This design comes from an exercise in tuning for small area, a short achievable clock period and few clock cycles on the open sky130 flow, not from production work.
Only simulation tests tie the RTL to the original design; equivalence was not proved.

==> job 2880 <==
==> flow/design.v <==
module dcache_hit (
   input  logic [7:0][24:0] tags,
   input  logic [7:0]       valid,
   input  logic [24:0]      addr_tag,
   input  logic [2:0]       idx,
   output logic             hit
);
   logic [7:0] line_hit;
   always_comb begin
      for (int i = 0; i < 8; i++) line_hit[i] = valid[i] && (tags[i] == addr_tag);
   end
   assign hit = line_hit[idx];
endmodule
module dcache_rdmux (
   input  logic [7:0][127:0] lines,
   input  logic [2:0]        idx,
   input  logic [1:0]        word,
   input  logic              use_mem,
   input  logic [127:0]      mem,
   output logic [127:0]      line,
   output logic [31:0]       rdata
);
   assign line = lines[idx];
   always_comb begin
      if (use_mem) rdata = mem[word*32 +: 32];
      else         rdata = line[word*32 +: 32];
   end
endmodule
module dcache_controller (
   input  logic         CLK,
   input  logic         RESET_N,
   input  logic         CPU_READ,
   input  logic         CPU_WRITE,
   input  logic [31:0]  CPU_ADDRESS,
   input  logic [31:0]  CPU_WRITEDATA,
   output logic [31:0]  CPU_READDATA,
   output logic         CPU_BUSYWAIT,
   output logic         MEM_READ,
   output logic         MEM_WRITE,
   output logic [27:0]  MEM_ADDRESS,
   output logic [127:0] MEM_WRITEDATA,
   input  logic [127:0] MEM_READDATA,
   input  logic         MEM_BUSYWAIT
);
   logic [7:0][127:0] data_q;
   logic [7:0][24:0]  tag_q;
   logic [7:0]        valid_q;
   logic [7:0]        dirty_q;
   logic              req_old_q;
   logic [24:0]  addr_tag;
   logic [2:0]   addr_idx;
   logic [1:0]   addr_word;
   logic         access;
   logic [24:0]  line_tag;
   logic [127:0] line_data;
   logic         line_vd;
   logic         hit;
   logic         mem_done;
   logic         fill;
   logic         wb_done;
   logic         store_hit;
   logic [127:0] line_in;
   logic         unused_addr_bits;
   assign addr_tag         = CPU_ADDRESS[31:7];
   assign addr_idx         = CPU_ADDRESS[6:4];
   assign addr_word        = CPU_ADDRESS[3:2];
   assign unused_addr_bits = ^CPU_ADDRESS[1:0];
   assign access = CPU_READ ^ CPU_WRITE;
   assign line_tag = tag_q[addr_idx];
   assign line_vd  = valid_q[addr_idx] && dirty_q[addr_idx];
   dcache_hit u_hit (
      .tags(tag_q), .valid(valid_q), .addr_tag(addr_tag), .idx(addr_idx), .hit(hit)
   );
   dcache_rdmux u_rd (
      .lines(data_q), .idx(addr_idx), .word(addr_word), .use_mem(req_old_q), .mem(MEM_READDATA),
      .line(line_data), .rdata(CPU_READDATA)
   );
   assign MEM_WRITE     = access && !hit && line_vd;
   assign MEM_READ      = access && !hit && !line_vd;
   assign MEM_ADDRESS   = line_vd ? {line_tag, addr_idx} : CPU_ADDRESS[31:4];
   assign MEM_WRITEDATA = line_data;
   assign mem_done  = req_old_q && !MEM_BUSYWAIT;
   assign fill      = mem_done && !line_vd;
   assign wb_done   = mem_done && line_vd;
   assign store_hit = access && CPU_WRITE && hit;
   assign CPU_BUSYWAIT = !hit && !fill;
   always_comb begin
      for (int w = 0; w < 4; w++) begin
         if (CPU_WRITE && addr_word == w) line_in[w*32 +: 32] = CPU_WRITEDATA;
         else                             line_in[w*32 +: 32] = MEM_READDATA[w*32 +: 32];
      end
   end
   always_ff @(posedge CLK) begin
      for (int i = 0; i < 8; i++) begin
         if (addr_idx == i) begin
            if (fill) tag_q[i] <= addr_tag;
            for (int w = 0; w < 4; w++) begin
               if (fill || (store_hit && addr_word == w)) data_q[i][w*32 +: 32] <= line_in[w*32 +: 32];
            end
            if (fill || store_hit) dirty_q[i] <= CPU_WRITE;
            else if (wb_done)      dirty_q[i] <= 1'b0;
         end
      end
   end
   always_ff @(posedge CLK or negedge RESET_N) begin
      if (!RESET_N) begin
         req_old_q <= 1'b0;
         valid_q   <= 8'd0;
      end else begin
         req_old_q <= (MEM_READ || MEM_WRITE) && !mem_done;
         if (fill) valid_q[addr_idx] <= 1'b1;
      end
   end
endmodule
==> flow/flow/run.sh <==
#!/bin/bash
# Standard layout, with plain buffers on the ports (instead of delay cells), resizing free to
# change a cell's footprint, and a clock tree of fewer, smaller buffers without dummy loads.
# Every tool's output goes to a log file in this folder.
set -euo pipefail
export BUFFER_PORTS_ARGS="-buffer_cell sky130_fd_sc_hd__buf_1"
export CTS_ARGS="-sink_clustering_enable -repair_clock_nets -dont_use_dummy_load -root_buf sky130_fd_sc_hd__clkbuf_16 -buf_list {sky130_fd_sc_hd__clkbuf_8} -sink_clustering_size 16 -sink_clustering_max_diameter 60"
bash standard.sh MATCH_CELL_FOOTPRINT=0 finish > standard.log 2>&1
==> flow/standard.sh <==
#!/bin/bash
# synth_recipe.tcl (not shown) runs the flow's synth.tcl, then flattens the netlist and writes it again
# the make line also repeats each setting of config.mk as NAME=value (left out here)
make -C /OpenROAD-flow-scripts/flow DESIGN_CONFIG=/design/flow/config.mk WORK_HOME=/design/flow/orfs CLKGATE_MAP_FILE= SYNTH_SCRIPT=/design/flow/synth_recipe.tcl "${@:-finish}"
==> flow/config.mk <==
export PLATFORM = sky130hd
export DESIGN_NAME = dcache_controller
export DESIGN_NICKNAME = dcache_controller
export VERILOG_FILES = /design/flow/design.v
export SDC_FILE = /design/flow/constraint.sdc
export NUM_CORES = 4
export LEC_CHECK = 0
export CAP_MARGIN = 20
export CORE_MARGIN = 2
export CORE_UTILIZATION = 55
export PLACE_DENSITY = 0.65
export SETUP_SLACK_MARGIN = 3.3
export SLEW_MARGIN = 20
export TNS_END_PERCENT = 30
==> flow/constraint.sdc <==
create_clock -name core_clock -period 9.0 [get_ports {CLK}]
set_input_delay 1.8000 -clock core_clock [delete_from_list [all_inputs] [get_ports {CLK}]]
set_output_delay 1.8000 -clock core_clock [all_outputs]
set_load 0.01 [all_outputs]
==> inputs of job 7616, as changes to job 2880 <==
--- a/flow/design.v
+++ b/flow/design.v
@@ -1,29 +1 @@
-module dcache_hit (
-   input  logic [7:0][24:0] tags,
-   input  logic [7:0]       valid,
-   input  logic [24:0]      addr_tag,
-   input  logic [2:0]       idx,
-   output logic             hit
-);
-   logic [7:0] line_hit;
-   always_comb begin
-      for (int i = 0; i < 8; i++) line_hit[i] = valid[i] && (tags[i] == addr_tag);
-   end
-   assign hit = line_hit[idx];
-endmodule
-module dcache_rdmux (
-   input  logic [7:0][127:0] lines,
-   input  logic [2:0]        idx,
-   input  logic [1:0]        word,
-   input  logic              use_mem,
-   input  logic [127:0]      mem,
-   output logic [127:0]      line,
-   output logic [31:0]       rdata
-);
-   assign line = lines[idx];
-   always_comb begin
-      if (use_mem) rdata = mem[word*32 +: 32];
-      else         rdata = line[word*32 +: 32];
-   end
-endmodule
 module dcache_controller (
@@ -55,3 +27,4 @@
    logic [127:0] line_data;
-   logic         line_vd;
+   logic         line_valid;
+   logic         line_dirty;
    logic         hit;
@@ -68,20 +41,22 @@
    assign access = CPU_READ ^ CPU_WRITE;
-   assign line_tag = tag_q[addr_idx];
-   assign line_vd  = valid_q[addr_idx] && dirty_q[addr_idx];
-   dcache_hit u_hit (
-      .tags(tag_q), .valid(valid_q), .addr_tag(addr_tag), .idx(addr_idx), .hit(hit)
-   );
-   dcache_rdmux u_rd (
-      .lines(data_q), .idx(addr_idx), .word(addr_word), .use_mem(req_old_q), .mem(MEM_READDATA),
-      .line(line_data), .rdata(CPU_READDATA)
-   );
-   assign MEM_WRITE     = access && !hit && line_vd;
-   assign MEM_READ      = access && !hit && !line_vd;
-   assign MEM_ADDRESS   = line_vd ? {line_tag, addr_idx} : CPU_ADDRESS[31:4];
+   always_comb begin
+      line_tag   = tag_q[addr_idx];
+      line_data  = data_q[addr_idx];
+      line_valid = valid_q[addr_idx];
+      line_dirty = dirty_q[addr_idx];
+   end
+   assign hit = line_valid && (line_tag == addr_tag);
+   assign MEM_WRITE     = access && !hit && line_valid && line_dirty;
+   assign MEM_READ      = access && !hit && !(line_valid && line_dirty);
+   assign MEM_ADDRESS   = (line_valid && line_dirty) ? {line_tag, addr_idx} : CPU_ADDRESS[31:4];
    assign MEM_WRITEDATA = line_data;
    assign mem_done  = req_old_q && !MEM_BUSYWAIT;
-   assign fill      = mem_done && !line_vd;
-   assign wb_done   = mem_done && line_vd;
+   assign fill      = MEM_READ && mem_done;
+   assign wb_done   = MEM_WRITE && mem_done;
    assign store_hit = access && CPU_WRITE && hit;
-   assign CPU_BUSYWAIT = !hit && !fill;
+   assign CPU_BUSYWAIT = access && !hit && !fill;
+   always_comb begin
+      if (req_old_q) CPU_READDATA = MEM_READDATA[addr_word*32 +: 32];
+      else           CPU_READDATA = line_data[addr_word*32 +: 32];
+   end
    always_comb begin
==> flow/run.sh (new file) <==
#!/bin/bash
# synth_recipe.tcl (not shown) runs the flow's synth.tcl, then flattens the netlist and writes it again
# the make line also repeats each setting of config.mk as NAME=value (left out here)
make -C /OpenROAD-flow-scripts/flow DESIGN_CONFIG=/design/flow/config.mk WORK_HOME=/design/flow/orfs CLKGATE_MAP_FILE= SYNTH_SCRIPT=/design/flow/synth_recipe.tcl finish
--- a/flow/config.mk
+++ b/flow/config.mk
@@ -9,6 +9,4 @@
 export CORE_MARGIN = 2
-export CORE_UTILIZATION = 55
-export PLACE_DENSITY = 0.65
-export SETUP_SLACK_MARGIN = 3.3
+export CORE_UTILIZATION = 30
+export PLACE_DENSITY = 0.45
 export SLEW_MARGIN = 20
-export TNS_END_PERCENT = 30
removed: flow/flow/run.sh
removed: flow/standard.sh
==> comparison table <==
	job 7616	job 2880
Status	no timing/DRC/antenna violations	no timing/DRC/antenna violations
Unique masters post-synth	64	51
Number of clock buffers inserted by TritonCTS	141	99
Layout Skew	53.09 ps	58.54 ps
Hpwl dp	109800 um	100800 um
Die Wd	418.7 um	315.7 um
Net count, final	3443	3616
Routed Wire Length	172300 um	160900 um
Insertion delay of the later-clocked pin in the worst-skew pair	800 ps	650 ps
Gate count after technology mapping	2793	3006
Fraction of final layout cells with drive strength greater than 1	23.45%	24.16%
Synth Area per Inst	18.47 um^2	17.78 um^2
Number of cells traversed by the worst register-to-register path	9	8
Pre-CTS setup slack	1550 ps	2058 ps
Final std cell area, no fill	0.06311 mm^2	0.05955 mm^2
Register fraction of the total cell area	58.97%	62.50%
Simple-gate portion of the synthesized area	5.141%	5.138%
Parity-gate share of the synthesized area counting xor and xnor cells	0.1867%	3.244%
Crit Reg-Reg Startpoint	tag_q[104]	tag_q[94]
Hold worst-path end	valid_q[6]	valid_q[0]
Non-clk bufs	465	497
Met2 track demand over resource	33.42%	52.61%
Testbench counts of job 2880, summed over its fixed seeds: cycles 72,898.
Testbench counts of job 7616, summed over its fixed seeds: cycles 72,898.

## port drivers added, routing unchanged
No port has a modelled driver above. Below, the same layouts with a new extraction and two added sets of constraints. Step 1 sets driving cells, clkbuf_16 on the clock port and buf_2 on the other inputs (assumed; they add their load-dependent delay and slew). Step 2, shift: input delay + t, output delay - t, t = (earliest + latest rising clock arrival at the registers) / 2. This alone moves slack from input paths to output paths. Three values: no drivers, after step 1, after step 2; two values: the first two.
run	t, ns	slack for setup (ns)	worst setup path after step 2
job 2880	0.695	3.250 / 2.931 / 2.931	input to output
job 7616	0.861	1.549 / 1.501 / 1.501	input to output
After both steps every run listed still meets setup and hold. For job 2880, which loses most, drivers alone change the setup slack by -0.319 ns; drivers and shift together by -0.319 ns.
